Source: an optimization exercise on an open RTL-to-GDS flow (aim: small area). Production flows keep margins and buffers that such runs may drop.
Where RTL was checked, it was by simulation tests only, not by an equivalence proof against the original.
The RTL of run 1 was laid out without a check of its function.
No activity file was given, so power comes from the tool's default toggle rates.

===== config.mk =====
export PLATFORM = sky130hd
export DESIGN_NAME = fixed_slot_pool_allocator_top
export DESIGN_NICKNAME = fixed_slot_pool_allocator_top
export VERILOG_FILES = /design/flow/design.v
export SDC_FILE = /design/flow/constraint.sdc
export NUM_CORES = 4
export LEC_CHECK = 0
export CAP_MARGIN = 20
export CORE_MARGIN = 2
export CORE_UTILIZATION = 40
export SLEW_MARGIN = 20

===== design.v =====
`timescale 1ns / 1ps
`default_nettype none
package fspa_pkg;
	localparam int SLOTS       = 64;
	localparam int IDX_W       = $clog2(SLOTS);
	localparam int CNT_W       = $clog2(SLOTS + 1);
	localparam int SLOT_W      = 6;
	localparam int UNITS_W     = 8;
	localparam int UNIT_SHIFT  = 8;
	localparam int PROD_W      = SLOT_W + UNITS_W;
	localparam int OFFSET_W    = 22;
	localparam int BASE_W      = 48;
	localparam int ADDR_W      = 49;
	localparam int CFG_IDX_W   = 1;
	typedef enum logic {
		ACT_ALLOC = 1'b0,
		ACT_FREE  = 1'b1
	} action_t;
	typedef enum logic [1:0] {
		ST_GRANTED = 2'd0,
		ST_EMPTY   = 2'd1,
		ST_FREED   = 2'd2,
		ST_DOUBLE  = 2'd3
	} status_t;
	typedef enum logic [CFG_IDX_W-1:0] {
		CFG_SLOT_SIZE = 1'b0,
		CFG_BASE      = 1'b1
	} cfg_reg_t;
	typedef struct packed {
		action_t             action;
		logic [SLOT_W-1:0]   slot_id;
	} req_t;
	typedef struct packed {
		status_t             status;
		logic [SLOT_W-1:0]   granted_slot;
		logic [OFFSET_W-1:0] byte_offset;
		logic [ADDR_W-1:0]   device_address;
	} rsp_t;
	typedef struct packed {
		logic              push;
		logic              pop;
		logic [IDX_W-1:0]  push_id;
	} fq_ctrl_t;
	typedef struct packed {
		logic [CNT_W-1:0]  count;
		logic [IDX_W-1:0]  head_id;
	} fq_stat_t;
endpackage
`default_nettype wire
`timescale 1ns / 1ps
`default_nettype none
module fspa_free_queue (
	input  wire logic                        clk,
	input  wire logic                        arst_n,
	input  wire logic                        push,
	input  wire logic                        pop,
	input  wire logic [fspa_pkg::IDX_W-1:0]  push_id,
	output logic                             empty,
	output logic      [fspa_pkg::IDX_W-1:0]  head_id
);
	logic [fspa_pkg::IDX_W-1:0] mem_q [fspa_pkg::SLOTS];
	logic [fspa_pkg::IDX_W-1:0] head_q;
	logic [fspa_pkg::IDX_W-1:0] tail_q;
	logic                       empty_q;
	logic                       wrapped_q;
	logic [fspa_pkg::IDX_W-1:0] head_inc;
	assign head_inc = head_q + 1'b1;
	always_ff @(posedge clk) begin
		if (push) begin
			mem_q[tail_q] <= push_id;
		end
	end
	always_ff @(posedge clk or negedge arst_n) begin
		if (!arst_n) begin
			head_q    <= '0;
			tail_q    <= '0;
			empty_q   <= 1'b0;
			wrapped_q <= 1'b0;
		end else begin
			if (pop) begin
				head_q <= head_inc;
			end
			if (push) begin
				tail_q <= tail_q + 1'b1;
			end
			if (push && (tail_q == fspa_pkg::IDX_W'(fspa_pkg::SLOTS - 1))) begin
				wrapped_q <= 1'b1;
			end
			if (push) begin
				empty_q <= 1'b0;
			end else if (pop && (head_inc == tail_q)) begin
				empty_q <= 1'b1;
			end
		end
	end
	assign empty   = empty_q;
	assign head_id = (wrapped_q || (head_q < tail_q)) ? mem_q[head_q] : head_q;
endmodule
`default_nettype wire
`timescale 1ns / 1ps
`default_nettype none
module fspa_addr_calc (
	input  wire logic [fspa_pkg::SLOT_W-1:0]   slot_id,
	input  wire logic [fspa_pkg::UNITS_W-1:0]  slot_size_units,
	input  wire logic [fspa_pkg::BASE_W-1:0]   base_address,
	output logic      [fspa_pkg::OFFSET_W-1:0] byte_offset,
	output logic      [fspa_pkg::ADDR_W-1:0]   device_address
);
	localparam int LO = fspa_pkg::UNIT_SHIFT;
	localparam int MID = fspa_pkg::OFFSET_W;
	logic [fspa_pkg::PROD_W-1:0]     prod;
	logic [fspa_pkg::PROD_W:0]       mid_sum;
	logic [fspa_pkg::ADDR_W-MID-1:0] hi;
	logic [fspa_pkg::ADDR_W-MID-1:0] hi_inc;
	always_comb begin
		prod           = fspa_pkg::PROD_W'(slot_id) * fspa_pkg::PROD_W'(slot_size_units);
		byte_offset    = {prod, fspa_pkg::UNIT_SHIFT'(0)};
		mid_sum        = {1'b0, base_address[MID-1:LO]} + {1'b0, prod};
		hi             = (fspa_pkg::ADDR_W-MID)'(base_address[fspa_pkg::BASE_W-1:MID]);
		hi_inc         = hi + 1'b1;
		device_address = {mid_sum[fspa_pkg::PROD_W] ? hi_inc : hi,
			mid_sum[fspa_pkg::PROD_W-1:0], base_address[LO-1:0]};
	end
endmodule
`default_nettype wire
`timescale 1ns / 1ps
`default_nettype none
module fixed_slot_pool_allocator_top (
	input  wire logic                            clk,
	input  wire logic                            arst_n,
	input  wire logic                            req_valid,
	output logic                                 req_stall,
	input  wire fspa_pkg::req_t                  req,
	output logic                                 rsp_valid,
	input  wire logic                            rsp_stall,
	output fspa_pkg::rsp_t                       rsp,
	input  wire logic                            cfg_valid,
	output logic                                 cfg_ready,
	input  wire logic [fspa_pkg::CFG_IDX_W-1:0]  cfg_index,
	input  wire logic [fspa_pkg::BASE_W-1:0]     cfg_data
);
	fspa_pkg::req_t                    req_s1;
	logic                              vld_s1;
	fspa_pkg::status_t                 st_q;
	logic [fspa_pkg::SLOT_W-1:0]       id_q;
	logic                              rsp_vld_q;
	logic [fspa_pkg::UNITS_W-1:0]      slot_size_q;
	logic [fspa_pkg::BASE_W-1:0]       base_q;
	logic [fspa_pkg::SLOTS-1:0]        in_use_q;
	logic                              fq_empty;
	logic [fspa_pkg::SLOT_W-1:0]       head_id;
	fspa_pkg::status_t                 st_d;
	logic [fspa_pkg::SLOT_W-1:0]       id_d;
	logic [fspa_pkg::OFFSET_W-1:0]     calc_offset;
	logic [fspa_pkg::ADDR_W-1:0]       calc_addr;
	logic                              hold_rsp;
	logic                              adv;
	logic                              grant;
	logic                              release_ok;
	logic                              pop;
	logic                              push;
	assign cfg_ready = 1'b1;
	assign hold_rsp  = rsp_vld_q && rsp_stall;
	assign adv       = vld_s1 && !hold_rsp;
	assign req_stall = vld_s1 && hold_rsp;
	assign rsp_valid = rsp_vld_q;
	fspa_free_queue u_free_queue (
		.clk     (clk),
		.arst_n  (arst_n),
		.push    (push),
		.pop     (pop),
		.push_id (req_s1.slot_id),
		.empty   (fq_empty),
		.head_id (head_id)
	);
	fspa_addr_calc u_addr_calc (
		.slot_id         (id_q),
		.slot_size_units (slot_size_q),
		.base_address    (base_q),
		.byte_offset     (calc_offset),
		.device_address  (calc_addr)
	);
	always_comb begin
		rsp.status         = st_q;
		rsp.granted_slot   = id_q;
		rsp.byte_offset    = calc_offset;
		rsp.device_address = (st_q == fspa_pkg::ST_GRANTED) ? calc_addr : '0;
	end
	always_comb begin
		grant      = (req_s1.action == fspa_pkg::ACT_ALLOC) && !fq_empty;
		release_ok = (req_s1.action == fspa_pkg::ACT_FREE) && in_use_q[req_s1.slot_id];
		pop        = adv && grant;
		push       = adv && release_ok;
		id_d       = grant ? head_id : '0;
		if (req_s1.action == fspa_pkg::ACT_ALLOC) begin
			st_d = grant ? fspa_pkg::ST_GRANTED : fspa_pkg::ST_EMPTY;
		end else begin
			st_d = release_ok ? fspa_pkg::ST_FREED : fspa_pkg::ST_DOUBLE;
		end
	end
	always_ff @(posedge clk) begin
		if (!req_stall) begin
			req_s1 <= req;
		end
		if (!hold_rsp) begin
			st_q <= st_d;
			id_q <= id_d;
		end
	end
	always_ff @(posedge clk or negedge arst_n) begin
		if (!arst_n) begin
			vld_s1      <= 1'b0;
			rsp_vld_q   <= 1'b0;
			slot_size_q <= fspa_pkg::UNITS_W'(1);
			base_q      <= '0;
			in_use_q    <= '0;
		end else begin
			if (!req_stall) begin
				vld_s1 <= req_valid;
			end
			if (!hold_rsp) begin
				rsp_vld_q <= vld_s1;
			end
			if (pop) begin
				in_use_q[head_id] <= 1'b1;
			end
			if (push) begin
				in_use_q[req_s1.slot_id] <= 1'b0;
			end
			if (cfg_valid) begin
				if (cfg_index == fspa_pkg::CFG_SLOT_SIZE) begin
					slot_size_q <= cfg_data[fspa_pkg::UNITS_W-1:0];
				end else begin
					base_q <= cfg_data;
				end
			end
		end
	end
endmodule
`default_nettype wire

===== run.sh =====
#!/bin/bash
# synth_recipe.tcl (not shown) runs the flow's synth.tcl, then flattens the netlist and writes it again
# the make line also repeats each setting of config.mk as NAME=value (left out here)
make -C /OpenROAD-flow-scripts/flow DESIGN_CONFIG=/design/flow/config.mk WORK_HOME=/design/flow/orfs CLKGATE_MAP_FILE= SYNTH_SCRIPT=/design/flow/synth_recipe.tcl finish

===== constraint.sdc =====
create_clock -name core_clock -period 7.0 [get_ports {clk}]
set_input_delay 1.4000 -clock core_clock [delete_from_list [all_inputs] [get_ports {clk}]]
set_output_delay 1.4000 -clock core_clock [all_outputs]
set_load 0.01 [all_outputs]

==> run notes, run 1 <==
* Final setup fails at 27
* # fillers at 5405
* Clk_skew at 0.0451 ns
* Netlist Area Pre-Place at 25700 um^2
* Buf/Inv on CP at 4
* Post-synth EDFFs at 399
* Final instance area at 30600 um^2
* Clk sink count at 535
* Layout cell share with drive strength beyond 1 at 0.243
* Vias in the first global route at 16300
* IO buf count at 133
* Crit-path leading delay family: adder cells
* Post-synthesis sequential area ratio at 0.598
* Wire length per cell at 23.2 um
* Tcrit/Tclk final at 1.02
* Yosys warns at 3
* Worst-Skew Late Latency at 0.65 ns
* IO Pins at 143
* Hold Path Stages at 1
* # DRC at 0
* Worst path arrival time at 5.73 ns
* Synth Instances at 1771
* Crit. End Element: output pin
* Max stage delay on crit path at 0.53 ns
* Final slew viol count at 0
* Routed vias/inst at 5.62
* Final net count at 2105
* R2r worst-path depth at 12
* Post-DP HPWL at 43.8 mm
* Critical-path cell list: and2_4, fa_1, inv_1, fa_1, fa_1, inv_2, ha_4, a21o_1, a21oi_2, o21bai_1, a21oi_2, o21bai_1, a21oi_2, xnor2_1, ha_2, or3_4, nor3_4, o31a_1, buf_6, nor3_2, xnor2_1, nor2_1, buf_2
* CORE AREA at 63300 um^2
* CP max-delay cell: fa_1
* Violated checks: negative setup slack
* Crit path launch type: register
* DIE HEIGHT at 258 um
* HP Class: reg2reg
* Clock tree buffer depth at 3
* Area delta synth->final at 18.8%
* CTS Root Cell: clkbuf_16
* CTS tree: yes
* Top_reg_cell synth: edfxtp_1
* Max_cap viols at 0
* Initial core utilization at 0.406
* Slew HR at 0.282
* First-pass GRT wire length at 102 mm
* Initial antenna violation count at 0
* RSZ-0062 raised after global routing: true
* CTS Hold Buffers Added at 0
* First-pass iteration count of the detailed router at 5
* Power density cells at 400 nW/um^2
* Yosys reg bits at 535
* Worst R2R Setup Slack at 1.57 ns
* Status: complete, but fails checks
* Setup CP Type: reg2out
* Clock-pin slew on the worst setup and hold paths at 0.06 ns
* Tmin final at 7.13 ns
* Ys async rst share at 0.254
* Worst-path maximum fanout at 5
* Routed WL at 66.4 mm
* Least-Margin Pin Slew at 1.08 ns
* Row cnt at 92
* Max VDD drop at 0.000261 V
* Worst R2R Start: u_free_queue.head_q[1]
* Total grt overflow at 0
* Via count at 16100
* GRT Util Overall at 0.199
* DRT iter0 DRCs at 1364
* Detail Route Antenna Nets at 0
* Dpl cell area at 28200 um^2
* # diodes at 0
* Required time worst endpoint at 5.60 ns
* Gpl congestion at 0.842
* Hold Fails Final Rpt at 0
* Post-route setup slack at -0.132 ns
* Final Util at 0.483
* R2r endpoint: in_use_q[22]
* Die width at 258 um
* Syn Area/Cell at 14.5 um^2
* Synth cell types at 86
* HP Start: in_use_q[25]
* Cts bufs inserted at 57
* CTS HTree Levels at 2
* FMAX at 0.140 GHz
* Hold endpoint: in_use_q[25]
* Largest net degree at the start of global routing at 75
* Leak at 0.0111 uW
* Die area at 66400 um^2
-- cells in the mapped netlist, types with 24 or more instances --
library cell	count	area (um^2)
nand3_1	40	200
and2_1	63	394
mux2_2	78	878
inv_1	68	255
mux4_2	97	2180
nand4_1	24	150
xnor2_1	31	272
a21oi_1	32	160
fa_1	26	521
mux2i_1	27	270
edfxtp_1	399	12000
dfrtp_1	135	3380
nor2_1	157	589
clkbuf_1	42	158
ha_1	53	663
xor2_1	31	272
nand2_1	84	315
-- routing by layer --
metal | part of all wire | GRT usage | vias up
met1 | 0.44 | 0.284 | 8201
met2 | 0.47 | 0.320 | 609
li1 | - | - | 7140
met3 | 0.069 | 0.0310 | 102
met4 | 0.022 | 0.0530 | 0
met5 | 0 | 0 | -
-- logic make-up (layout without fill, tap and decap cells) --
kind of cell               count (synthesis)  after routing  share of synthesized area
other                                      2              9                   0.000292
muxes                                    205            205                      0.133
xor gates and xnor gates                  62             62                     0.0211
and+or+nand+nor                          494            494                     0.0986
AOI/OAI and AO/OA                        230            230                     0.0717
buffers and inverters                    164            397                     0.0318
DFF                                      535            535                      0.598
adders and majority gates                 79             79                     0.0460
-- state kept, by name (all words and copies together), names as in the netlist --
register / count
u_free_queue.tail_q: 6
vld_s1: 1
slot_size_q: 8
in_use_q: 64
req_s1: 7
rsp_vld_q: 1
base_q: 48
u_free_queue.mem_q: 384
id_q: 6
u_free_queue.head_q: 6
st_q: 2
u_free_queue.empty_q: 1
u_free_queue.wrapped_q: 1
-- cell type report --
type,instances,area [um^2],area share
Sequential cell,535,15400,0.504
Multi-Input combinational cell,1079,9920,0.325
Timing Repair Buffer,222,1930,0.0631
Clock buffer,59,1430,0.0469
Tap cell,846,1060,0.0346
Clock inverter,46,567,0.0185
Inverter,70,263,0.00860
-- worst max path at each step --
stage                 start  cells past startpoint      end  slack, ns
CTS                 id_q[0]                     24  rsp[44]      -0.17
global route        id_q[0]                     24  rsp[33]      -0.44
finish              id_q[0]                     23  rsp[32]      -0.13
floorplan           id_q[0]                     21  rsp[45]       0.18
detailed placement  id_q[0]                     22  rsp[40]      -0.26
global placement    id_q[0]                     22  rsp[44]      -0.21
-- metrics by stage --
| stage | setup slack (ns) | hold slack [ns] | TNS, ns | total power (uW) | instances |
|---|---|---|---|---|---|
| after global placement | -0.207 | 0.468 | -3.02 | 8410 | 2735 |
| after CTS | -0.168 | 0.493 | -3.22 | 12000 | 2855 |
| final | -0.132 | 0.492 | -2.10 | 12200 | 2857 |
| after global routing | -0.445 | 0.506 | -10.26 | 12800 | 2857 |
| after detailed placement | -0.265 | 0.478 | -5.07 | 8470 | 2735 |
| after floorplan | 0.179 | 0.455 | 0 | 6790 | 1778 |
-- where the power goes --
part	switching [uW]	internal, uW
Sequential	267	3590
Clock	1320	1870
Combinational	2670	2500
Total	4250	7960
-- cell usage in the layout, fill, tap and decap left out, types with 15 or more instances in the layout --
master,count
edfxtp_1,399
nor2_1,155
dfrtp_1,132
clkdlybuf4s50_1,100
mux4_2,97
nand2_1,79
mux2_2,78
buf_4,76
inv_1,67
and2_1,61
clkbuf_16,57
ha_1,43
nand3_1,38
xor2_1,31
buf_2,29
mux2i_1,27
xnor2_1,25
fa_1,25
nand4_1,24
a21oi_1,23
a22oi_1,18
and3_1,18
o221a_2,18
nor2b_1,15
-- timing repair --
action                     CTS  global route
cloned                       3             0
resized for setup          174            31
pin swaps                   33            25
setup endpoints to repair   32            32
setup buffers               12             3
==> inputs of run 2 (changes only) <==
--- a/design.v
+++ b/design.v
@@ -106,20 +106,11 @@
 	output logic      [fspa_pkg::OFFSET_W-1:0] byte_offset,
 	output logic      [fspa_pkg::ADDR_W-1:0]   device_address
 );
-	localparam int LO = fspa_pkg::UNIT_SHIFT;
-	localparam int MID = fspa_pkg::OFFSET_W;
-	logic [fspa_pkg::PROD_W-1:0]     prod;
-	logic [fspa_pkg::PROD_W:0]       mid_sum;
-	logic [fspa_pkg::ADDR_W-MID-1:0] hi;
-	logic [fspa_pkg::ADDR_W-MID-1:0] hi_inc;
+	logic [fspa_pkg::PROD_W-1:0] prod;
 	always_comb begin
 		prod           = fspa_pkg::PROD_W'(slot_id) * fspa_pkg::PROD_W'(slot_size_units);
 		byte_offset    = {prod, fspa_pkg::UNIT_SHIFT'(0)};
-		mid_sum        = {1'b0, base_address[MID-1:LO]} + {1'b0, prod};
-		hi             = (fspa_pkg::ADDR_W-MID)'(base_address[fspa_pkg::BASE_W-1:MID]);
-		hi_inc         = hi + 1'b1;
-		device_address = {mid_sum[fspa_pkg::PROD_W] ? hi_inc : hi,
-			mid_sum[fspa_pkg::PROD_W-1:0], base_address[LO-1:0]};
+		device_address = fspa_pkg::ADDR_W'(base_address) + fspa_pkg::ADDR_W'(byte_offset);
 	end
 endmodule
 `default_nettype wire
==> run 2 against run 1 <==
Against the previous run: still fails the layout checks on negative setup slack; combinational power up 73%; fmax is 4.0% lower; cell area shrank 0.25%; clock skew is 0.019 ns higher; non-clock buffer count grew 21; clock power fell by 6.6%; area after synthesis shrank 1.5%; global-route usage down 0.18 points; first-iteration DRC count up 14%; core utilization up 0.23 points; cell count increased by 1.9%; sequential share of layout area up 0.12 points.
==> run notes, run 2 <==
* Top cells by count, synth: 399 x edfxtp_1, 139 x nor2_1, 135 x dfrtp_1
* First-pass iteration count of the detailed router at 6 (+1)
* Crit. End Element: output pin
* Setup CP Type: reg2out
* DIE HEIGHT at 256 um (-0.73%)
* Cts bufs inserted at 56 (-1.8%)
* Yosys warns at 3 (unchanged)
* CORE AREA at 62900 um^2 (-0.73%)
* Slew HR at 0.264 (-0.0171)
* Power density cells at 522 nW/um^2 (+31%)
* # diodes at 0 (unchanged)
* FMAX at 0.135 GHz (-4.0%)
* RSZ-0062 raised after global routing: true
* Largest registers: u_free_queue.mem_q x384, in_use_q x64, base_q x48
* Final slew viol count at 0 (unchanged)
* Netlist Area Pre-Place at 25400 um^2 (-1.5%)
* Gpl congestion at 0.849 (+0.81%)
* Worst-Skew Late Latency at 0.66 ns (about the same)
* CTS Root Cell: clkbuf_16
* CTS HTree Levels at 2 (unchanged)
* IO Pins at 143 (unchanged)
* CTS Hold Buffers Added at 0 (unchanged)
* Least-Margin Pin Slew at 1.10 ns (+0.0179 ns)
* Tcrit/Tclk final at 1.06 (+0.0426)
* Layout cell share with drive strength beyond 1 at 0.229 (-0.0137)
* CTS tree: yes
* Worst path arrival time at 6.03 ns (+0.30 ns)
* Initial core utilization at 0.403 (-0.00309)
* Ys async rst share at 0.254 (unchanged)
* Die width at 256 um (-0.73%)
* Top cell type's share of synthesized area at 0.473 (+0.00701)
* DRT iter0 DRCs at 1550 (+14%)
* Setup WS pre-CTS at -0.295 ns (-0.0297 ns)
* Clock-pin slew on the worst setup and hold paths at 0.06 ns (about the same)
* Clk_skew at 0.0639 ns (+0.0188 ns)
* Worst-path maximum fanout at 6 (+1)
* # DRC at 0 (unchanged)
* Initial antenna violation count at 0 (unchanged)
* Die area at 65400 um^2 (-1.5%)
* Max_cap viols at 0 (unchanged)
* Top cells by area, synth: edfxtp_1 47%, dfrtp_1 13%, mux4_2 8.6%
* Status: complete, but fails checks
* Final net count at 2158 (+2.5%)
* Commonest non-fill, non-tap cells in the layout: 399 x edfxtp_1, 133 x nor2_1, 133 x dfrtp_1, 101 x clkdlybuf4s50_1, 97 x mux4_2
* Max VDD drop at 0.000466 V (+78%)
* Syn Area/Cell at 14.0 um^2 (-3.5%)
* Top_reg_cell synth: edfxtp_1
* Leak at 0.0111 uW (-0.20%)
* Hold Fails Final Rpt at 0 (unchanged)
* Routed vias/inst at 5.55 (-1.2%)
* Row cnt at 92 (unchanged)
* Required time worst endpoint at 5.60 ns (about the same)
* Clock tree buffer depth at 3 (unchanged)
* IO buf count at 133 (unchanged)
* Most flops, register: u_free_queue.mem_q
* # fillers at 5450 (+0.83%)
* Synth cell types at 69 (-20%)
* Area delta synth->final at 20.3%
* Vias in the first global route at 16400 (+0.92%)
* Post-route setup slack at -0.431 ns (-0.298 ns)
* Most common cell in the netlist: edfxtp_1
* Crit path launch type: register
* Via count at 16200 (+0.74%)
* Tmin final at 7.43 ns (+0.298 ns)
* GRT Util Overall at 0.198 (-0.00184)
* Synth area leader: edfxtp_1
* HP Class: reg2reg
* Detail Route Antenna Nets at 0 (unchanged)
* Violated checks: negative setup slack
* Final setup fails at 27 (unchanged)
* Commonest non-fill, non-tap cell in the layout: edfxtp_1
* Final Util at 0.485 (+0.00232)
* Total grt overflow at 0 (unchanged)
* Yosys reg bits at 535 (unchanged)
* Synth Instances at 1808 (+2.1%)
* Max reg flops at 384 (unchanged)
* Routed WL at 65.4 mm (-1.5%)
* First-pass GRT wire length at 100 mm (-1.8%)
* Post-DP HPWL at 42.8 mm (-2.2%)
* Post-synthesis sequential area ratio at 0.607 (+0.00900)
* Wire length per cell at 22.5 um (-3.3%)
* Clk sink count at 535 (unchanged)
* Post-synth EDFFs at 399 (unchanged)
* Setup TNS at -9.41 ns (-7.31 ns)
* Largest net degree at the start of global routing at 91 (+21%)
==> run 2: changes by cell type after synthesis, moves of 13 or more <==
cell	before	now
xor2_1	31	9
or3_1	7	24
mux2i_1	27	63
a31oi_1	8	70
a21oi_1	32	69
o221a_2	18	0
o21ai_0	10	44
and3_1	19	6
nor2_1	157	139
inv_1	68	83
mux2_2	78	61
==> run 2: cell type report <==
cell class,count,area (um^2),area share
inverters,85,319,0.0105
clock buffers,72,1500,0.0492
well taps,846,1060,0.0347
clock inverters,34,370,0.0121
flip-flops and latches,535,15400,0.505
repair buffers,243,2210,0.0724
multi-input cells,1097,9640,0.316
==> run 2: cells by family (layout without fill, tap and decap cells) <==
group | count (synthesis) | in the layout | synth area share
compound gates | 300 | 300 | 0.0763
xor+xnor | 45 | 45 | 0.0155
fa+ha+maj | 79 | 79 | 0.0467
buf+inv | 183 | 434 | 0.0312
flops | 535 | 535 | 0.607
mux | 221 | 221 | 0.138
other cells | 2 | 9 | 0.000296
simple gates | 443 | 443 | 0.0849
==> run 2: report_power, final <==
part	switching, uW	internal, uW	total (uW)
registers	308	3660	3970
clock network	1270	1710	2980
logic	4760	4190	8950
total	6340	9570	15900
==> run 2: through the flow <==
stage	std cells	hold WS (ns)	area [um^2]	power (uW)
floorplan	1815	0.455	25400	8660
global placement	2773	0.476	27900	11600
detailed placement	2774	0.478	28000	11700
CTS	2905	0.491	30200	15400
global route	2912	0.506	30500	16800
finish	2912	0.491	30500	15900
==> run 2: worst max-delay path, cell delays in order (launching register included) <==
cell	delay [ns]
edfxtp_1	0.41
and2_4	0.16
fa_1	0.56
inv_2	0.05
fa_1	0.47
fa_1	0.53
inv_2	0.05
ha_4	0.22
a21oi_2	0.15
o21bai_1	0.10
a21oi_2	0.15
nor2b_1	0.06
o21a_1	0.19
o21ai_1	0.12
nand2b_1	0.09
a21oi_2	0.14
xnor2_1	0.16
ha_2	0.36
buf_6	0.14
a21o_1	0.21
o41ai_4	0.34
buf_6	0.19
buf_12	0.11
clkbuf_16	0.13
or3_1	0.11
a21oi_1	0.06
buf_2	0.18
==> run 2: what timing repair did <==
item,4_1_cts,5_1_grt
buffers inserted,22,7
resized for setup,192,56
cloned,3,2
pin swaps,52,27
endpoints found under the setup margin,32,32
==> run 2: final timing paths <==
kind,from,to,slack [ns],depth (start not counted)
hold / removal,in_use_q[54],in_use_q[54],0.49,1
max in group asynchronous,arst_n,in_use_q[57],4.90,2
min in group asynchronous,arst_n,base_q[32],0.83,1
hold reg to reg,in_use_q[54],in_use_q[54],0.49,1
setup / recovery,id_q[0],rsp[42],-0.43,26
setup reg to reg,u_free_queue.head_q[2],in_use_q[7],1.29,11
==> run 2: layer usage <==
layer,up-vias,track usage,part of all wire
li1,7264,-,-
met2,616,0.327,0.48
met3,141,0.0396,0.074
met4,0,0.0497,0.026
met1,8149,0.268,0.42
met5,-,0,0
==> inputs of run 3 (changes only) <==
--- a/design.v
+++ b/design.v
@@ -100,15 +100,12 @@
 `timescale 1ns / 1ps
 `default_nettype none
 module fspa_addr_calc (
-	input  wire logic [fspa_pkg::SLOT_W-1:0]   slot_id,
-	input  wire logic [fspa_pkg::UNITS_W-1:0]  slot_size_units,
+	input  wire logic [fspa_pkg::PROD_W-1:0]   prod,
 	input  wire logic [fspa_pkg::BASE_W-1:0]   base_address,
 	output logic      [fspa_pkg::OFFSET_W-1:0] byte_offset,
 	output logic      [fspa_pkg::ADDR_W-1:0]   device_address
 );
-	logic [fspa_pkg::PROD_W-1:0] prod;
 	always_comb begin
-		prod           = fspa_pkg::PROD_W'(slot_id) * fspa_pkg::PROD_W'(slot_size_units);
 		byte_offset    = {prod, fspa_pkg::UNIT_SHIFT'(0)};
 		device_address = fspa_pkg::ADDR_W'(base_address) + fspa_pkg::ADDR_W'(byte_offset);
 	end
@@ -134,6 +131,8 @@
 	logic                              vld_s1;
 	fspa_pkg::status_t                 st_q;
 	logic [fspa_pkg::SLOT_W-1:0]       id_q;
+	logic [fspa_pkg::PROD_W-1:0]       prod_q;
+	logic [fspa_pkg::PROD_W-1:0]       prod_d;
 	logic                              rsp_vld_q;
 	logic [fspa_pkg::UNITS_W-1:0]      slot_size_q;
 	logic [fspa_pkg::BASE_W-1:0]       base_q;
@@ -164,9 +163,9 @@
 		.empty   (fq_empty),
 		.head_id (head_id)
 	);
+	assign prod_d = fspa_pkg::PROD_W'(id_d) * fspa_pkg::PROD_W'(slot_size_q);
 	fspa_addr_calc u_addr_calc (
-		.slot_id         (id_q),
-		.slot_size_units (slot_size_q),
+		.prod            (prod_q),
 		.base_address    (base_q),
 		.byte_offset     (calc_offset),
 		.device_address  (calc_addr)
@@ -196,6 +195,7 @@
 		if (!hold_rsp) begin
 			st_q <= st_d;
 			id_q <= id_d;
+			prod_q <= prod_d;
 		end
 	end
 	always_ff @(posedge clk or negedge arst_n) begin
==> run 3 against run 2 <==
Against the previous run: core utilization is 1.4 points lower; the run now finishes clean; first-iteration DRC count is 6.5% higher; critical path type is now reg2reg; global-route usage is 0.94 points higher; combinational power is 35% lower; fmax is 12% higher; cell count is 0.65% higher; critical endpoint is now prod_q[13]; non-clock buffer count is 39 lower.
==> run notes, run 3 <==
* FMAX at 0.151 GHz (+12%)
* Die area at 66600 um^2 (+1.8%)
* Synth Instances at 1855 (+2.6%)
* Detail Route Antenna Nets at 0 (unchanged)
* Yosys warns at 3 (unchanged)
* Wire length per cell at 23.8 um (+5.8%)
* Post-synth EDFFs at 413 (+3.5%)
* HP Start: in_use_q[10]
* Routed WL at 69.7 mm (+6.5%)
* Layout cell share with drive strength beyond 1 at 0.171 (-0.0575)
* Multi-input logic area at 9230 um^2 (-4.3%)
* Crit. End Element: register
* Yosys reg bits at 549 (+2.6%)
* Leak at 0.0110 uW (-0.70%)
* Post-route setup slack at 0.369 ns (+0.799 ns)
* Vias in the first global route at 16500 (+0.44%)
* DR WL met3 at 4.51 mm (-6.8%)
* Initial antenna violation count at 0 (unchanged)
* Hold endpoint: in_use_q[10]
* CTS Hold Buffers Added at 0 (unchanged)
* Gpl congestion at 0.901 (+6.1%)
* Power density cells at 433 nW/um^2 (-17%)
* Post-DP HPWL at 47.2 mm (+10%)
* Tmin final at 6.63 ns (-0.799 ns)
* FF+latch area at 15800 um^2 (+2.7%)
* Routed length on met2 at 32.9 mm (+4.4%)
* Top_reg_cell synth: edfxtp_1
* Total grt overflow at 0 (unchanged)
* Tot Pwr at 13100 uW (-18%)
* IO buf count at 133 (unchanged)
* Commonest non-fill, non-tap cell in the layout: edfxtp_1
* Largest registers: u_free_queue.mem_q x384, in_use_q x64, base_q x48
* Row cnt at 93 (+1.1%)
* Max_cap viols at 0 (unchanged)
* CTS tree: yes
* Slew HR at 0.317 (+0.0527)
* Netlist Area Pre-Place at 25800 um^2 (+1.8%)
* Max reg flops at 384 (unchanged)
* Worst R2R Setup Slack at 0.37 ns (-0.92 ns)
* Syn Area/Cell at 13.9 um^2 (-0.77%)
* Commonest non-fill, non-tap cells in the layout: 413 x edfxtp_1, 259 x nor2_1, 132 x dfrtp_1, 132 x clkdlybuf4s50_1, 87 x mux2_2
* # DRC at 0 (unchanged)
* Worst-Skew Late Latency at 0.63 ns (-0.03 ns)
* Final net count at 2164 (+0.28%)
* Post-synthesis sequential area ratio at 0.612 (+0.00552)
* Top sig layer: met4
* Worst-path maximum fanout at 18 (+12)
* R2r endpoint: prod_q[13]
* Crit path launch type: register
* CTS Root Cell: clkbuf_16
* DP Cell Count at 2818 (+1.6%)
* IO Pins at 143 (unchanged)
* Synth area leader: edfxtp_1
* Setup TNS at 0 ns (+9.41 ns)
* DRT iter0 DRCs at 1650 (+6.5%)
* Setup WS pre-CTS at 0.491 ns (+0.785 ns)
* Non-Filler Instances at 2931 (+0.65%)
* First-pass GRT wire length at 104 mm (+4.2%)
* GRT Util Overall at 0.207 (+0.00937)
* DIE HEIGHT at 258 um (+0.89%)
* Least-Margin Pin Slew at 1.02 ns (-0.0790 ns)
* Max VDD drop at 0.000450 V (-3.5%)
* Clock-pin slew on the worst setup and hold paths at 0.07 ns (about the same)
* Die width at 258 um (+0.89%)
* Synth cell types at 74 (+7.2%)
* First-pass iteration count of the detailed router at 5 (-1)
* Final setup fails at 0 (-100%)
* Clock tree buffer depth at 3 (unchanged)
* Required time worst endpoint at 7.36 ns (+1.76 ns)
* CORE AREA at 64100 um^2 (+2.0%)
* Most common cell in the netlist: edfxtp_1
* Routed vias/inst at 5.61 (+1.1%)
* # diodes at 0 (unchanged)
* Clk sink count at 549 (+2.6%)
* Tcrit/Tclk final at 0.947 (-0.114)
* RSZ-0062 raised after global routing: false
* Area delta synth->final at 17.0%
* Via count at 16500 (+1.8%)
* CTS HTree Levels at 2 (unchanged)
* R2r worst-path depth at 23 (+12)
* Most flops, register: u_free_queue.mem_q
* Final slew viol count at 0 (unchanged)
* Initial core utilization at 0.403 (-0.000815)
* Status: timing/DRC/antenna clean
* Clk_skew at 0.0339 ns (-0.0300 ns)
* Hold Path Stages at 2 (+1)
* Cts bufs inserted at 59 (+5.4%)
* HP Class: reg2reg
* Hold Fails Final Rpt at 0 (unchanged)
* Setup CP Type: reg2reg
* # fillers at 5569 (+2.2%)
* Worst path arrival time at 7.00 ns (+0.97 ns)
* Top cells by area, synth: edfxtp_1 48%, dfrtp_1 13%, mux4_2 7.1%
* Top cell type's share of synthesized area at 0.481 (+0.00790)
* Largest net degree at the start of global routing at 81 (-11%)
* Top cells by count, synth: 413 x edfxtp_1, 259 x nor2_1, 135 x dfrtp_1
* Routed metal-1 wire length at 30.4 mm (+11%)
* Ys async rst share at 0.248 (-0.00648)
* Worst R2R Start: u_free_queue.head_q[0]
[run 3: report_power, final]
part	switching (uW)	leakage (uW)	internal (uW)
clock network	1310	0.000949	1820
logic	3590	0.00464	2230
registers	273	0.00546	3850
total	5170	0.0110	7900
[run 3: worst max-delay path by stage]
| stage | startpoint | to | slack (ns) | cells after the start |
|---|---|---|---|---|
| 6_report | u_free_queue.head_q[0] | prod_q[13] | 0.37 | 23 |
| 5_1_grt | u_free_queue.tail_q[4] | prod_q[13] | 0.02 | 26 |
| 4_1_cts | u_free_queue.head_q[1] | prod_q[13] | 0.46 | 24 |
| 3_5_place_dp | u_free_queue.head_q[1] | prod_q[13] | 0.49 | 24 |
| 3_3_place_gp | u_free_queue.head_q[0] | prod_q[13] | 0.52 | 24 |
| 2_1_floorplan | u_free_queue.head_q[0] | prod_q[13] | 0.63 | 29 |
[run 3: layout make-up]
cell class	instances	share of cell area
Multi-Input combinational cell	1147	0.306
Clock inverter	33	0.0111
Timing Repair Buffer	204	0.0626
Clock buffer	79	0.0537
Tap cell	855	0.0354
Sequential cell	549	0.524
Inverter	64	0.00795
[run 3: critical path, stage by stage, from the launching register on]
cell and delay, ns:
dfrtp_4 0.62, nor2_1 0.74, a2111oi_0 0.35, buf_4 0.23
nor4_1 0.44, o211a_1 0.25, nand2_1 0.08, buf_4 0.19
and3_1 0.20, fa_1 0.52, fa_1 0.55, inv_1 0.05
fa_1 0.47, inv_1 0.04, ha_1 0.31, o21ai_0 0.12
a21boi_0 0.14, o21ai_0 0.23, a21boi_0 0.15, o21a_1 0.20
o21ai_0 0.15, nand2b_1 0.07, a21oi_1 0.17, xor2_1 0.09
[run 3: timing repair]
| action | in CTS | in global routing |
|---|---|---|
| endpoints found under the setup margin | 0 | 1 |
| buffers inserted | 0 | 1 |
| gates resized for setup | 0 | 0 |
[run 3: metrics by stage]
stage / hold slack (ns) / utilization / area, um^2
floorplan: 0.437 / - / 25800
global placement: 0.472 / 0.440 / 28200
detailed placement: 0.482 / 0.440 / 28200
CTS: 0.495 / 0.471 / 30200
global route: 0.505 / 0.471 / 30200
finish: 0.492 / 0.471 / 30200
[run 3: routing by layer]
metal	global-route usage	vias to the layer above
li1	-	7318
met1	0.291	8362
met2	0.334	653
met3	0.0291	120
met4	0.0639	0
met5	0	-
[run 3: cells by family (layout without fill, tap and decap cells)]
| group | after synthesis | count (layout) | share of synthesized area |
|---|---|---|---|
| buffers and inverters | 166 | 380 | 0.0313 |
| other | 2 | 9 | 0.000291 |
| muxes | 223 | 223 | 0.130 |
| xor gates and xnor gates | 60 | 60 | 0.0204 |
| DFF | 549 | 549 | 0.612 |
| and+or+nand+nor | 544 | 544 | 0.0978 |
| adders and majority gates | 78 | 78 | 0.0454 |
| AOI/OAI and AO/OA | 233 | 233 | 0.0624 |
==> inputs of run 4 (changes only) <==
==> flow/run.sh (new file) <==
#!/bin/bash
# Layout flow: the standard flow (standard.sh, unchanged synthesis), with
#  - the port buffers made with the smallest buffer, buf_1;
#  - clock tree synthesis with clkbuf_8 only, clusters of up to 16 sinks
#    within 60 um, and no dummy loads.
# make's full output goes to flow_make.log in the work folder; each ORFS step
# also writes its own log under orfs/logs/.
set -euo pipefail
bash standard.sh finish \
	"BUFFER_PORTS_ARGS=-buffer_cell sky130_fd_sc_hd__buf_1" \
	"CTS_ARGS=-sink_clustering_enable -repair_clock_nets -dont_use_dummy_load -buf_list sky130_fd_sc_hd__clkbuf_8 -sink_clustering_size 16 -sink_clustering_max_diameter 60" \
	> flow_make.log 2>&1
==> standard.sh (new file) <==
#!/bin/bash
# synth_recipe.tcl (not shown) runs the flow's synth.tcl, then flattens the netlist and writes it again
# the make line also repeats each setting of config.mk as NAME=value (left out here)
make -C /OpenROAD-flow-scripts/flow DESIGN_CONFIG=/design/flow/config.mk WORK_HOME=/design/flow/orfs CLKGATE_MAP_FILE= SYNTH_SCRIPT=/design/flow/synth_recipe.tcl "${@:-finish}"
removed: run.sh
==> run 4 against run 3 <==
Against the previous run: still clean; global-route usage down 0.68 points; power decreased by 13%; clock skew increased by 0.13 ns; die area did not move; wire length decreased by 2.9%; critical path type unchanged; largest power group unchanged.
==> run notes, run 4 <==
* Met2 usage at 0.324 (-0.0100)
* Max reg flops at 384 (unchanged)
* Max VDD drop at 0.000359 V (-20%)
* Tmin final at 6.53 ns (-0.100 ns)
* Final setup fails at 0 (unchanged)
* # fillers at 5786 (+3.9%)
* CTS tree: yes
* Crit. End Element: register
* Xor and xnor fraction of the mapped netlist area at 0.0204 (unchanged)
* Post-DP HPWL at 45.9 mm (-2.8%)
* DRT iter0 DRCs at 1726 (+4.6%)
* CTS HTree Levels at 2 (unchanged)
* Gpl congestion at 0.886 (-1.6%)
* Grt met1 use at 0.274 (-0.0168)
* Total grt overflow at 0 (unchanged)
* CTS Root Cell: clkbuf_8
* Combinational family with the most area after synthesis: multiplexers
* CORE AREA at 64100 um^2 (unchanged)
* Post-synth EDFFs at 413 (unchanged)
* Die width at 258 um (unchanged)
* Top cells by area, synth: edfxtp_1 48%, dfrtp_1 13%, mux4_2 7.1%
* Setup TNS at 0 ns (unchanged)
* Post-route setup slack at 0.469 ns (+0.100 ns)
* Multi-input logic area at 9240 um^2 (+0.14%)
* Mux contribution to synthesized area at 0.130 (unchanged)
* Clk sink count at 549 (unchanged)
* Worst-path maximum fanout at 44 (+26)
* Crit path launch type: register
* Routed vias/inst at 5.67 (+1.0%)
* Netlist Area Pre-Place at 25800 um^2 (unchanged)
* Commonest non-fill, non-tap cell in the layout: edfxtp_1
* Synth cell types at 74 (unchanged)
* Slew HR at 0.334 (+0.0165)
* Commonest non-fill, non-tap cells in the layout: 413 x edfxtp_1, 259 x nor2_1, 132 x dfrtp_1, 132 x buf_1, 87 x mux2_2
* Wire length per cell at 23.7 um (-0.33%)
* Vias in the first global route at 16000 (-3.0%)
* Detail Route Antenna Nets at 0 (unchanged)
* Most common cell in the netlist: edfxtp_1
* Top cell type's share of synthesized area at 0.481 (unchanged)
* Via count at 16200 (-1.6%)
* Layout cell share with drive strength beyond 1 at 0.150 (-0.0211)
* Synth Instances at 1855 (unchanged)
* Power density cells at 407 nW/um^2 (-5.8%)
* Max_cap viols at 0 (unchanged)
* Worst path arrival time at 6.93 ns (-0.07 ns)
* Final slew viol count at 0 (unchanged)
* Synth area leader: edfxtp_1
* Most flops, register: u_free_queue.mem_q
* IO buf count at 133 (unchanged)
* GR peak layer: met2
* Top_reg_cell synth: edfxtp_1
* Worst-Skew Late Latency at 0.71 ns (+0.08 ns)
* HP Class: reg2reg
* Syn Area/Cell at 13.9 um^2 (unchanged)
* Initial antenna violation count at 0 (unchanged)
* Ys async rst share at 0.248 (unchanged)
* Setup WS pre-CTS at 0.249 ns (-0.242 ns)
* Initial core utilization at 0.403 (unchanged)
* GRT Util Overall at 0.200 (-0.00685)
* Post-synthesis sequential area ratio at 0.612 (unchanged)
* Leak at 0.0101 uW (-8.9%)
* Synth Area in Compound Gates at 0.0624 (unchanged)
* RSZ-0062 raised after global routing: false
* First-pass GRT wire length at 101 mm (-3.5%)
* First-pass iteration count of the detailed router at 6 (+1)
* Largest registers: u_free_queue.mem_q x384, in_use_q x64, base_q x48
* Row cnt at 93 (unchanged)
* FF+latch area at 15800 um^2 (unchanged)
* Clock-pin slew on the worst setup and hold paths at 0.10 ns (+0.03 ns)
* Yosys warns at 3 (unchanged)
* Hold Fails Final Rpt at 0 (unchanged)
* IO Pins at 143 (unchanged)
* Setup CP Type: reg2reg
* # DRC at 0 (unchanged)
* Tcrit/Tclk final at 0.933 (-0.0143)
* Clock tree buffer depth at 3 (unchanged)
* Area delta synth->final at 8.70%
* FMAX at 0.153 GHz (+1.5%)
* Final net count at 2142 (-1.0%)
* Die area at 66600 um^2 (unchanged)
* Met3 Resource Use GR at 0.0363 (+0.00726)
* Routed WL at 67.7 mm (-2.9%)
* Cts bufs inserted at 48 (-19%)
* Top cells by count, synth: 413 x edfxtp_1, 259 x nor2_1, 135 x dfrtp_1
* Clk_skew at 0.166 ns (+0.132 ns)
* Yosys reg bits at 549 (unchanged)
* Required time worst endpoint at 7.40 ns (+0.04 ns)
* Simple-gate share of the synthesized area at 0.0978 (unchanged)
* DIE HEIGHT at 258 um (unchanged)
* # diodes at 0 (unchanged)
* Least-Margin Pin Slew at 1.00 ns (-0.0169 ns)
* Post-Synth Adder-Cell Area at 0.0454 (unchanged)
* Status: timing/DRC/antenna clean
* Largest net degree at the start of global routing at 73 (-9.9%)
-- run 4: cell counts after synthesis --
No cell type changed its count.
-- run 4: cells by family (layout without fill, tap and decap cells) --
family / after synthesis / count (layout)
AO/OA/AOI/OAI: 233 / 233
adder cells (fa/ha/maj): 78 / 78
multiplexers: 223 / 223
XOR/XNOR: 60 / 60
buffers and inverters: 166 / 305
other: 2 / 9
AND/OR/NAND/NOR: 544 / 544
flip-flops: 549 / 549
-- run 4: final timing paths --
check | start | endpoint | slack (ns) | cells past startpoint
max reg2reg | u_free_queue.head_q[1] | prod_q[13] | 0.47 | 24
min in group asynchronous | arst_n | base_q[8] | 0.86 | 1
min reg2reg | u_free_queue.wrapped_q | u_free_queue.wrapped_q | 0.49 | 1
max in group asynchronous | arst_n | in_use_q[46] | 4.91 | 2
min | u_free_queue.wrapped_q | u_free_queue.wrapped_q | 0.49 | 1
max | u_free_queue.head_q[1] | prod_q[13] | 0.47 | 24
-- run 4: worst max-delay path: stages, from the launching register on --
cell,delay (ns)
dfrtp_4,0.57
buf_12,0.31
mux4_2,0.55
a22oi_1,0.33
o31ai_1,0.18
o211ai_1,0.41
nand2_1,0.13
nor2_1,0.24
nor3_1,0.10
nand2_1,0.10
fa_1,0.45
fa_1,0.50
fa_1,0.49
inv_1,0.05
ha_1,0.31
nor2b_1,0.14
o21ai_0,0.20
a21boi_0,0.15
o21ai_0,0.23
a21boi_0,0.15
o21a_1,0.20
o21ai_0,0.15
nand2b_1,0.08
a21oi_1,0.17
xor2_1,0.09
-- run 4: layout make-up --
type | instances | area share
Timing Repair Buffer | 193 | 0.0367
Tap cell | 855 | 0.0381
Sequential cell | 549 | 0.564
Clock buffer | 48 | 0.0235
Inverter | 64 | 0.00856
Multi-Input combinational cell | 1147 | 0.329
-- run 4: power breakdown --
part	switching, uW	total (uW)	internal, uW	leakage (uW)
clock	1020	1630	611	0.000345
sequential	277	4130	3850	0.00546
combinational	3580	5680	2090	0.00426
total	4880	11400	6550	0.0101
-- run 4: through the flow --
step | power (uW) | utilization | hold slack (ns) | cells | instance area (um^2)
3_3_place_gp | 9700 | 0.427 | 0.466 | 2807 | 27400
4_1_cts | 11400 | 0.437 | 0.494 | 2855 | 28000
2_1_floorplan | 7940 | - | 0.437 | 1862 | 25800
3_5_place_dp | 9770 | 0.427 | 0.465 | 2807 | 27400
6_report | 11400 | 0.438 | 0.494 | 2856 | 28100
5_1_grt | 12100 | 0.438 | 0.513 | 2856 | 28100
-- run 4: per-layer routing --
| metal | vias to the layer above | share of wire |
|---|---|---|
| met5 | - | 0 |
| met4 | 0 | 0.034 |
| met3 | 135 | 0.073 |
| met2 | 654 | 0.47 |
| met1 | 8233 | 0.43 |
| li1 | 7174 | - |
-- run 4: what timing repair did --
item                                    4_1_cts  5_1_grt
resized for setup                             0        2
hold buffers                                  0        0
endpoints found under the setup margin        0        1
setup buffers                                 0        1
==> inputs of run 5 (changes only) <==
--- a/design.v
+++ b/design.v
@@ -136,6 +136,9 @@
 	logic                              rsp_vld_q;
 	logic [fspa_pkg::UNITS_W-1:0]      slot_size_q;
 	logic [fspa_pkg::BASE_W-1:0]       base_q;
+	logic                              base_set_q;
+	logic                              use_base_q;
+	logic [fspa_pkg::BASE_W-1:0]       base_eff;
 	logic [fspa_pkg::SLOTS-1:0]        in_use_q;
 	logic                              fq_empty;
 	logic [fspa_pkg::SLOT_W-1:0]       head_id;
@@ -166,15 +169,16 @@
 	assign prod_d = fspa_pkg::PROD_W'(id_d) * fspa_pkg::PROD_W'(slot_size_q);
 	fspa_addr_calc u_addr_calc (
 		.prod            (prod_q),
-		.base_address    (base_q),
+		.base_address    (base_eff),
 		.byte_offset     (calc_offset),
 		.device_address  (calc_addr)
 	);
+	assign base_eff = use_base_q ? base_q : '0;
 	always_comb begin
 		rsp.status         = st_q;
 		rsp.granted_slot   = id_q;
 		rsp.byte_offset    = calc_offset;
-		rsp.device_address = (st_q == fspa_pkg::ST_GRANTED) ? calc_addr : '0;
+		rsp.device_address = calc_addr;
 	end
 	always_comb begin
 		grant      = (req_s1.action == fspa_pkg::ACT_ALLOC) && !fq_empty;
@@ -197,20 +201,25 @@
 			id_q <= id_d;
 			prod_q <= prod_d;
 		end
+		if (cfg_valid && (cfg_index == fspa_pkg::CFG_BASE)) begin
+			base_q <= cfg_data;
+		end
 	end
 	always_ff @(posedge clk or negedge arst_n) begin
 		if (!arst_n) begin
 			vld_s1      <= 1'b0;
 			rsp_vld_q   <= 1'b0;
 			slot_size_q <= fspa_pkg::UNITS_W'(1);
-			base_q      <= '0;
+			base_set_q  <= 1'b0;
+			use_base_q  <= 1'b0;
 			in_use_q    <= '0;
 		end else begin
 			if (!req_stall) begin
 				vld_s1 <= req_valid;
 			end
 			if (!hold_rsp) begin
-				rsp_vld_q <= vld_s1;
+				rsp_vld_q  <= vld_s1;
+				use_base_q <= grant && base_set_q;
 			end
 			if (pop) begin
 				in_use_q[head_id] <= 1'b1;
@@ -222,7 +231,7 @@
 				if (cfg_index == fspa_pkg::CFG_SLOT_SIZE) begin
 					slot_size_q <= cfg_data[fspa_pkg::UNITS_W-1:0];
 				end else begin
-					base_q <= cfg_data;
+					base_set_q <= 1'b1;
 				end
 			end
 		end
--- a/config.mk
+++ b/config.mk
@@ -7,5 +7,5 @@
 export LEC_CHECK = 0
 export CAP_MARGIN = 20
 export CORE_MARGIN = 2
-export CORE_UTILIZATION = 40
+export CORE_UTILIZATION = 65
 export SLEW_MARGIN = 20
==> run 5 against run 4 <==
Against the previous run: global-route usage grew 10 points; via count is 3.3% lower; largest cell class unchanged; clock power is 6% lower; worst setup slack lost 0.076 ns; critical endpoint unchanged; fmax fell by 1.2%; still clean on timing, DRC and antenna; wire length decreased by 9.9%; hold slack got worse by 0.0021 ns; non-clock buffer count fell by 8; power shrank 11%.
==> run notes, run 5 <==
* Status: timing/DRC/antenna clean
* Simple-gate share of the synthesized area at 0.0829 (-0.0148)
* RSZ-0062 raised after global routing: false
* Routed WL at 61.0 mm (-9.9%)
* Synth Area in Compound Gates at 0.0703 (+0.00781)
* WHS at 0.492 ns (-0.00206 ns)
* Cts bufs inserted at 45 (-6.3%)
* Synth area leader: edfxtp_1
* CTS HTree Levels at 2 (unchanged)
* Clk sink count at 551 (+0.36%)
* Top cells by count, synth: 461 x edfxtp_1, 133 x nor2_1, 101 x mux4_2
* IO buf count at 133 (unchanged)
* Die area at 40800 um^2 (-39%)
* Leak at 0.00951 uW (-5.5%)
* Largest net degree at the start of global routing at 89 (+22%)
* Yosys warns at 3 (unchanged)
* Routed vias/inst at 6.59 (+16%)
* Max reg flops at 384 (unchanged)
* DIE HEIGHT at 202 um (-22%)
* Row cnt at 72 (-23%)
* Netlist Area Pre-Place at 25400 um^2 (-1.4%)
* DRT iter0 DRCs at 1922 (+11%)
* Gpl congestion at 0.912 (+3.0%)
* Hold Fails Final Rpt at 0 (unchanged)
* Yosys reg bits at 551 (+0.36%)
* Tmin final at 6.61 ns (+0.0763 ns)
* Largest registers: u_free_queue.mem_q x384, in_use_q x64, base_q x48
* # DRC at 0 (unchanged)
* Post-synthesis sequential area ratio at 0.632 (+0.0200)
* Most common cell in the netlist: edfxtp_1
* Combinational family with the most area after synthesis: multiplexers
* Slew HR at 0.242 (-0.0915)
* Top cell type's share of synthesized area at 0.544 (+0.0634)
* # diodes at 0 (unchanged)
* Mux contribution to synthesized area at 0.115 (-0.0150)
* Initial antenna violation count at 0 (unchanged)
* Via count at 15700 (-3.3%)
* Post-synth EDFFs at 461 (+12%)
* Clock tree buffer depth at 3 (unchanged)
* Total grt overflow at 0 (unchanged)
* Synth cell types at 79 (+6.8%)
* Max_cap viols at 0 (unchanged)
* IO Pins at 143 (unchanged)
* Setup CP Type: reg2reg
* Top cells by area, synth: edfxtp_1 54%, mux4_2 8.9%, dfrtp_1 8.8%
* CTS Root Cell: clkbuf_8
* Post-Synth Adder-Cell Area at 0.0460 (+0.000640)
* # fillers at 2635 (-54%)
* Crit path launch type: register
* Ys async rst share at 0.163 (-0.0844)
* Top_reg_cell synth: edfxtp_1
* Most flops, register: u_free_queue.mem_q
* CTS tree: yes
* CORE AREA at 38600 um^2 (-40%)
* Crit. End Element: register
* Setup TNS at 0 ns (unchanged)
* HP Class: reg2reg
* Xor and xnor fraction of the mapped netlist area at 0.0203 (-0.0000568)
* Final slew viol count at 0 (unchanged)
* Clk_skew at 0.0994 ns (-0.0662 ns)
* Worst path arrival time at 6.98 ns (+0.05 ns)
* First-pass iteration count of the detailed router at 5 (-1)
* Initial core utilization at 0.659 (+0.256)
* Layout cell share with drive strength beyond 1 at 0.132 (-0.0180)
* Least-Margin Pin Slew at 1.13 ns (+0.133 ns)
* Final setup fails at 0 (unchanged)
* Wire length per cell at 25.7 um (+8.4%)
* Syn Area/Cell at 14.8 um^2 (+6.0%)
* Clock-pin slew on the worst setup and hold paths at 0.09 ns (about the same)
* Die width at 202 um (-22%)
* Final net count at 1999 (-6.7%)
* FMAX at 0.151 GHz (-1.2%)
* Detail Route Antenna Nets at 0 (unchanged)
* Vias in the first global route at 15100 (-5.8%)
* Synth Instances at 1725 (-7.0%)
* Required time worst endpoint at 7.37 ns (-0.03 ns)
* First-pass GRT wire length at 92.4 mm (-8.3%)
* Power density cells at 372 nW/um^2 (-8.7%)
* Commonest non-fill, non-tap cell in the layout: edfxtp_1
* Worst-Skew Late Latency at 0.67 ns (-0.04 ns)
* Max VDD drop at 0.000244 V (-32%)
* Area delta synth->final at 6.90%
* Worst-path maximum fanout at 14 (-68%)
* Tcrit/Tclk final at 0.944 (+0.0109)
* GRT Util Overall at 0.303 (+0.103)
* Post-DP HPWL at 41.5 mm (-9.6%)
* Commonest non-fill, non-tap cells in the layout: 461 x edfxtp_1, 132 x nor2_1, 132 x buf_1, 101 x mux4_2, 87 x a31oi_1
-- run 5: per-layer routing --
| metal | track usage | up-vias | share of wire |
|---|---|---|---|
| li1 | - | 6809 | - |
| met1 | 0.437 | 7934 | 0.41 |
| met2 | 0.488 | 797 | 0.48 |
| met3 | 0.0400 | 118 | 0.078 |
| met4 | 0.102 | 0 | 0.032 |
| met5 | 0 | - | 0 |
-- run 5: path summary, 6_finish.rpt --
check,start,to,slack (ns),cells past startpoint
hold reg to reg,base_set_q,base_set_q,0.49,1
max in group asynchronous,arst_n,u_free_queue.head_q[2],4.99,2
min in group asynchronous,arst_n,in_use_q[29],0.81,1
hold / removal,base_set_q,base_set_q,0.49,1
setup reg to reg,u_free_queue.head_q[0],prod_q[13],0.39,24
setup / recovery,u_free_queue.head_q[0],prod_q[13],0.39,24
-- run 5: what timing repair did --
item                       in CTS  in global routing
setup buffers                   0                  5
hold buffers                    0                  0
setup endpoints to repair       0                  3
resized for setup               0                  4
hold endpoints to repair        0                  0
-- run 5: metrics by stage --
stage                     cell area, um^2  utilization  power (uW)  instances  setup slack [ns]
after global placement              26500        0.686        8500       2326             0.261
final                               27200        0.704       10100       2376             0.392
after global routing                27200        0.704       10700       2376            0.0369
after CTS                           27100        0.702       10100       2371             0.166
after detailed placement            26500        0.686        8570       2326             0.237
after floorplan                     25500            -        7310       1732             0.321
-- run 5: area by class of cell --
| cell class | instances | area, um^2 | share of cell area |
|---|---|---|---|
| multi-input combinational | 1004 | 8590 | 0.316 |
| sequential | 551 | 16100 | 0.592 |
| inverter | 73 | 274 | 0.0101 |
| timing repair buffer | 185 | 972 | 0.0357 |
| clock buffer | 45 | 619 | 0.0228 |
| tap | 518 | 648 | 0.0238 |
-- run 5: report_power, final --
part / internal [uW] / switching (uW)
clock: 575 / 970
sequential: 3880 / 251
combinational: 1820 / 2630
total: 6270 / 3850
-- run 5: critical path, stage by stage (launching register included) --
cell and delay (ns):
dfrtp_4 0.59, buf_12 0.20, buf_4 0.18, mux2i_1 0.18, a22oi_1 0.39, a211oi_1 0.20
a311oi_1 0.53, a221oi_2 0.18, nor3_2 0.29, nand2_1 0.13, fa_1 0.53, fa_1 0.51
fa_1 0.49, inv_1 0.04, ha_1 0.31, nor2b_1 0.14, o21ai_0 0.22, a21boi_0 0.15
o21ai_0 0.23, a21boi_0 0.16, o21a_1 0.20, o21ai_0 0.14, nand2b_1 0.07, a21oi_1 0.17
xor2_1 0.08
-- run 5: cell families after synthesis --
logic type / after synthesis
other: 2
xor gates and xnor gates: 59
DFF: 551
adders and majority gates: 78
AOI/OAI and AO/OA: 271
muxes: 163
buffers and inverters: 177
and+or+nand+nor: 424
==> inputs of run 6 (changes only) <==
--- a/design.v
+++ b/design.v
@@ -56,13 +56,16 @@
 	input  wire logic                        pop,
 	input  wire logic [fspa_pkg::IDX_W-1:0]  push_id,
 	output logic                             empty,
-	output logic      [fspa_pkg::IDX_W-1:0]  head_id
+	output logic      [fspa_pkg::IDX_W-1:0]  head_id,
+	output logic      [fspa_pkg::IDX_W-1:0]  head_pos,
+	output logic                             head_wrapped
 );
 	logic [fspa_pkg::IDX_W-1:0] mem_q [fspa_pkg::SLOTS];
 	logic [fspa_pkg::IDX_W-1:0] head_q;
 	logic [fspa_pkg::IDX_W-1:0] tail_q;
 	logic                       empty_q;
 	logic                       wrapped_q;
+	logic                       head_wrapped_q;
 	logic [fspa_pkg::IDX_W-1:0] head_inc;
 	assign head_inc = head_q + 1'b1;
 	always_ff @(posedge clk) begin
@@ -76,9 +79,13 @@
 			tail_q    <= '0;
 			empty_q   <= 1'b0;
 			wrapped_q <= 1'b0;
+			head_wrapped_q <= 1'b0;
 		end else begin
 			if (pop) begin
 				head_q <= head_inc;
+			end
+			if (pop && (head_q == fspa_pkg::IDX_W'(fspa_pkg::SLOTS - 1))) begin
+				head_wrapped_q <= 1'b1;
 			end
 			if (push) begin
 				tail_q <= tail_q + 1'b1;
@@ -93,7 +100,9 @@
 			end
 		end
 	end
-	assign empty   = empty_q;
+	assign empty        = empty_q;
+	assign head_pos     = head_q;
+	assign head_wrapped = head_wrapped_q;
 	assign head_id = (wrapped_q || (head_q < tail_q)) ? mem_q[head_q] : head_q;
 endmodule
 `default_nettype wire
@@ -140,6 +149,9 @@
 	logic                              use_base_q;
 	logic [fspa_pkg::BASE_W-1:0]       base_eff;
 	logic [fspa_pkg::SLOTS-1:0]        in_use_q;
+	logic [fspa_pkg::SLOT_W-1:0]       head_pos;
+	logic                              head_wrapped;
+	logic                              use_known;
 	logic                              fq_empty;
 	logic [fspa_pkg::SLOT_W-1:0]       head_id;
 	fspa_pkg::status_t                 st_d;
@@ -164,7 +176,9 @@
 		.pop     (pop),
 		.push_id (req_s1.slot_id),
 		.empty   (fq_empty),
-		.head_id (head_id)
+		.head_id (head_id),
+		.head_pos (head_pos),
+		.head_wrapped (head_wrapped)
 	);
 	assign prod_d = fspa_pkg::PROD_W'(id_d) * fspa_pkg::PROD_W'(slot_size_q);
 	fspa_addr_calc u_addr_calc (
@@ -182,7 +196,8 @@
 	end
 	always_comb begin
 		grant      = (req_s1.action == fspa_pkg::ACT_ALLOC) && !fq_empty;
-		release_ok = (req_s1.action == fspa_pkg::ACT_FREE) && in_use_q[req_s1.slot_id];
+		use_known  = head_wrapped || (req_s1.slot_id < head_pos);
+		release_ok = (req_s1.action == fspa_pkg::ACT_FREE) && use_known && in_use_q[req_s1.slot_id];
 		pop        = adv && grant;
 		push       = adv && release_ok;
 		id_d       = grant ? head_id : '0;
@@ -204,6 +219,12 @@
 		if (cfg_valid && (cfg_index == fspa_pkg::CFG_BASE)) begin
 			base_q <= cfg_data;
 		end
+		if (pop) begin
+			in_use_q[head_id] <= 1'b1;
+		end
+		if (push) begin
+			in_use_q[req_s1.slot_id] <= 1'b0;
+		end
 	end
 	always_ff @(posedge clk or negedge arst_n) begin
 		if (!arst_n) begin
@@ -212,7 +233,6 @@
 			slot_size_q <= fspa_pkg::UNITS_W'(1);
 			base_set_q  <= 1'b0;
 			use_base_q  <= 1'b0;
-			in_use_q    <= '0;
 		end else begin
 			if (!req_stall) begin
 				vld_s1 <= req_valid;
@@ -220,12 +240,6 @@
 			if (!hold_rsp) begin
 				rsp_vld_q  <= vld_s1;
 				use_base_q <= grant && base_set_q;
-			end
-			if (pop) begin
-				in_use_q[head_id] <= 1'b1;
-			end
-			if (push) begin
-				in_use_q[req_s1.slot_id] <= 1'b0;
 			end
 			if (cfg_valid) begin
 				if (cfg_index == fspa_pkg::CFG_SLOT_SIZE) begin
==> run 6 against run 5 <==
Against the previous run: sequential share of layout area down 0.91 points; combinational power up 7.2%; hold slack better by 0.0028 ns; synthesized cell count up 3.1%; largest power group unchanged; highest routed layer unchanged.
==> run notes, run 6 <==
* Status: timing/DRC/antenna clean
* Final setup fails at 0 (unchanged)
* Top cells by count, synth: 461 x edfxtp_1, 101 x nor2_1, 87 x mux2i_1
* Worst-path maximum fanout at 29 (+15)
* First-pass GRT wire length at 95.1 mm (+3.0%)
* CORE AREA at 38700 um^2 (+0.23%)
* HP Start: base_set_q
* Most flops, register: u_free_queue.mem_q
* Routed WL at 62.7 mm (+2.8%)
* Syn Area/Cell at 14.4 um^2 (-2.7%)
* Netlist Area Pre-Place at 25500 um^2 (+0.38%)
* Die width at 202 um (+0.19%)
* Gpl congestion at 0.916 (+0.36%)
* Ys async rst share at 0.0489 (-0.114)
* CTS tree: yes
* Hold Path Stages at 1 (unchanged)
* Tmin final at 6.51 ns (-0.0966 ns)
* First-pass iteration count of the detailed router at 5 (unchanged)
* Final slew viol count at 0 (unchanged)
* GRT Util Overall at 0.310 (+0.00720)
* Synth area leader: edfxtp_1
* Worst path arrival time at 6.90 ns (-0.08 ns)
* RSZ-0062 raised after global routing: false
* DIE HEIGHT at 202 um (+0.19%)
* Clk sink count at 552 (+0.18%)
* Crit. End Element: register
* Synth Instances at 1779 (+3.1%)
* DRT iter0 DRCs at 1862 (-3.1%)
* Crit path launch type: register
* Routed vias/inst at 6.54 (-0.79%)
* IO Pins at 143 (unchanged)
* FMAX at 0.154 GHz (+1.5%)
* Post-synthesis sequential area ratio at 0.619 (-0.0140)
* CTS Hold Buffers Added at 0 (unchanged)
* Yosys warns at 3 (unchanged)
* Via count at 15800 (+1.1%)
* Largest net degree at the start of global routing at 73 (-18%)
* Commonest non-fill, non-tap cells in the layout: 461 x edfxtp_1, 132 x buf_1, 101 x nor2_1, 87 x mux2i_1, 86 x nand2_1
* Leak at 0.00950 uW (-0.19%)
* IO buf count at 133 (unchanged)
* Clock tree buffer depth at 3 (unchanged)
* Top_reg_cell synth: edfxtp_1
* Commonest non-fill, non-tap cell in the layout: edfxtp_1
* Multi-input logic area at 8820 um^2 (+2.7%)
* Max_cap viols at 0 (unchanged)
* Worst R2R Start: u_free_queue.head_q[1]
* Clock-pin slew on the worst setup and hold paths at 0.10 ns (about the same)
* Hold Fails Final Rpt at 0 (unchanged)
* Clk_skew at 0.0990 ns (-0.000385 ns)
* Cts bufs inserted at 45 (unchanged)
* CTS Root Cell: clkbuf_8
* Initial core utilization at 0.659 (+0.000988)
* Tcrit/Tclk final at 0.930 (-0.0138)
* Top cell type's share of synthesized area at 0.542 (-0.00208)
* Vias in the first global route at 15400 (+2.3%)
* Row cnt at 72 (unchanged)
* Largest registers: u_free_queue.mem_q x384, in_use_q x64, base_q x48
* Wire length per cell at 25.9 um (+0.86%)
* Area delta synth->final at 6.18%
* Required time worst endpoint at 7.39 ns (+0.02 ns)
* Most common cell in the netlist: edfxtp_1
* Slew HR at 0.261 (+0.0190)
* Initial antenna violation count at 1 (+1)
* Max reg flops at 384 (unchanged)
* Yosys reg bits at 552 (+0.18%)
* Post-synth EDFFs at 461 (unchanged)
* R2r worst-path depth at 24 (unchanged)
* Worst-Skew Late Latency at 0.68 ns (about the same)
* Layout cell share with drive strength beyond 1 at 0.113 (-0.0194)
* Critical Path Start: u_free_queue.head_q[1]
* Final net count at 2048 (+2.5%)
* Synth cell types at 76 (-3.8%)
* Die area at 40900 um^2 (+0.38%)
* Top cells by area, synth: edfxtp_1 54%, mux4_2 7.1%, dfxtp_1 5.0%
* Total grt overflow at 0 (unchanged)
* Least-Margin Pin Slew at 1.09 ns (-0.0400 ns)
* Post-route setup slack at 0.489 ns (+0.0966 ns)
* Detail Route Antenna Nets at 0 (unchanged)
* Power density cells at 388 nW/um^2 (+4.4%)
* HP Class: reg2reg
* FF+latch area at 15800 um^2 (-1.8%)
* CTS HTree Levels at 2 (unchanged)
* Post-DP HPWL at 42.6 mm (+2.6%)
* Setup WS pre-CTS at 0.481 ns (+0.243 ns)
* Max VDD drop at 0.000248 V (+2.0%)
* Setup CP Type: reg2reg
* Setup TNS at 0 ns (unchanged)
* # fillers at 2704 (+2.6%)
* # DRC at 0 (unchanged)
==> run 6: cell count changes in the layout (fill, tap and decap cells not counted), sizes merged, moves of 20 or more <==
cell | previous run | this run
dfxtp | 0 | 64
a41oi | 3 | 35
mux2i | 38 | 87
a21oi | 69 | 48
dfrtp | 89 | 26
nor2 | 133 | 104
mux4 | 101 | 81
==> run 6: timing repair <==
| action | 4_1_cts | 5_1_grt |
|---|---|---|
| gates resized for setup | 0 | 2 |
| endpoints found under the setup margin | 0 | 1 |
| setup buffers | 0 | 1 |
==> run 6: path summary, 6_finish.rpt <==
| path | to | slack [ns] |
|---|---|---|
| max in group asynchronous | u_free_queue.head_q[0] | 5.58 |
| hold / removal | base_set_q | 0.50 |
| hold reg to reg | base_set_q | 0.50 |
| setup reg to reg | prod_q[13] | 0.49 |
| setup / recovery | prod_q[13] | 0.49 |
| min in group asynchronous | slot_size_q[3] | 0.82 |
==> run 6: critical path, cell delays in order, from the launching register on <==
cell      delay [ns]
dfrtp_4         0.77
ha_1            0.32
nor2b_1         0.13
o21a_1          0.18
o21ai_0         0.24
nand3_1         0.24
nor3_1          0.55
nor4_1          0.11
buf_4           0.20
nand2_1         0.09
fa_1            0.45
fa_1            0.51
fa_1            0.49
inv_1           0.05
ha_1            0.32
nor2b_1         0.16
o21ai_0         0.20
a21boi_0        0.15
o21ai_0         0.25
a21boi_0        0.17
o21a_1          0.20
o21ai_0         0.16
nand2b_1        0.07
a21oi_1         0.17
xnor2_1         0.08
==> run 6: final cells by class <==
type / count / share of cell area
Antenna cell: 1 / 0.0000923
Clock buffer: 45 / 0.0228
Inverter: 78 / 0.0108
Multi-Input combinational cell: 1044 / 0.325
Sequential cell: 552 / 0.583
Tap cell: 518 / 0.0239
Timing Repair Buffer: 183 / 0.0344
==> run 6: per-stage QoR <==
stage                util  area [um^2]  total power [uW]  hold WS [ns]  instances
finish              0.700        27100             10500         0.495       2421
global route        0.700        27100             11100         0.512       2421
CTS                 0.699        27100             10500         0.488       2419
detailed placement  0.683        26500              8970         0.469       2374
global placement    0.683        26500              8880         0.457       2374
floorplan               -        25600              7690         0.424       1786
==> run 6: kinds of logic (layout without fill, tap and decap cells) <==
kind of cell | after synthesis | in the layout | synth area share
AO/OA/AOI/OAI | 270 | 270 | 0.0722
XOR/XNOR | 70 | 70 | 0.0258
adder cells (fa/ha/maj) | 83 | 83 | 0.0483
buffers and inverters | 190 | 306 | 0.0380
flip-flops | 552 | 552 | 0.619
multiplexers | 179 | 179 | 0.110
other | 2 | 10 | 0.000294
AND/OR/NAND/NOR | 433 | 433 | 0.0866
==> run 6: per-layer routing <==
layer,global-route usage,vias to the layer above,part of all wire
met1,0.441,7984,0.41
met5,0,-,0
li1,-,6957,-
met4,0.0860,0,0.030
met2,0.502,757,0.48
met3,0.0555,130,0.079
==> run 6: power breakdown <==
part           total [uW]  switching, uW  internal (uW)
Clock                1560            988            575
Combinational        4760           2890           1860
Sequential           4220            301           3910

==> port drivers added, routing unchanged <==
The flow's constraints put no driver on any port. The routed layouts listed below were extracted and timed again, unchanged, in two steps. Step 1, drivers: a clkbuf_16 drives clk and a buf_2 each remaining input, both assumed. Step 2 adds t to the input delays and takes it off the output delays; t is the mean of the earliest and latest rising clock arrival at the registers after step 1. Input paths then give back, and output paths get back, about the clock's delay inside the block. Slacks: ideal ports / drivers / drivers and shift; pairs: ideal ports / drivers.
run	t, ns	setup slack, ns	worst slew at a driven data input, ns
run 1	0.686	-0.132 / -0.192 / 0.494	0.11
run 2	0.685	-0.431 / -0.490 / 0.196	0.08
run 3	0.674	0.369 / 0.369 / 0.369	0.06
run 4	0.683	0.469 / 0.469 / 0.469	0.06
run 5	0.672	0.392 / 0.392 / 0.392	0.07
run 6	0.672	0.489 / 0.489 / 0.489	0.08
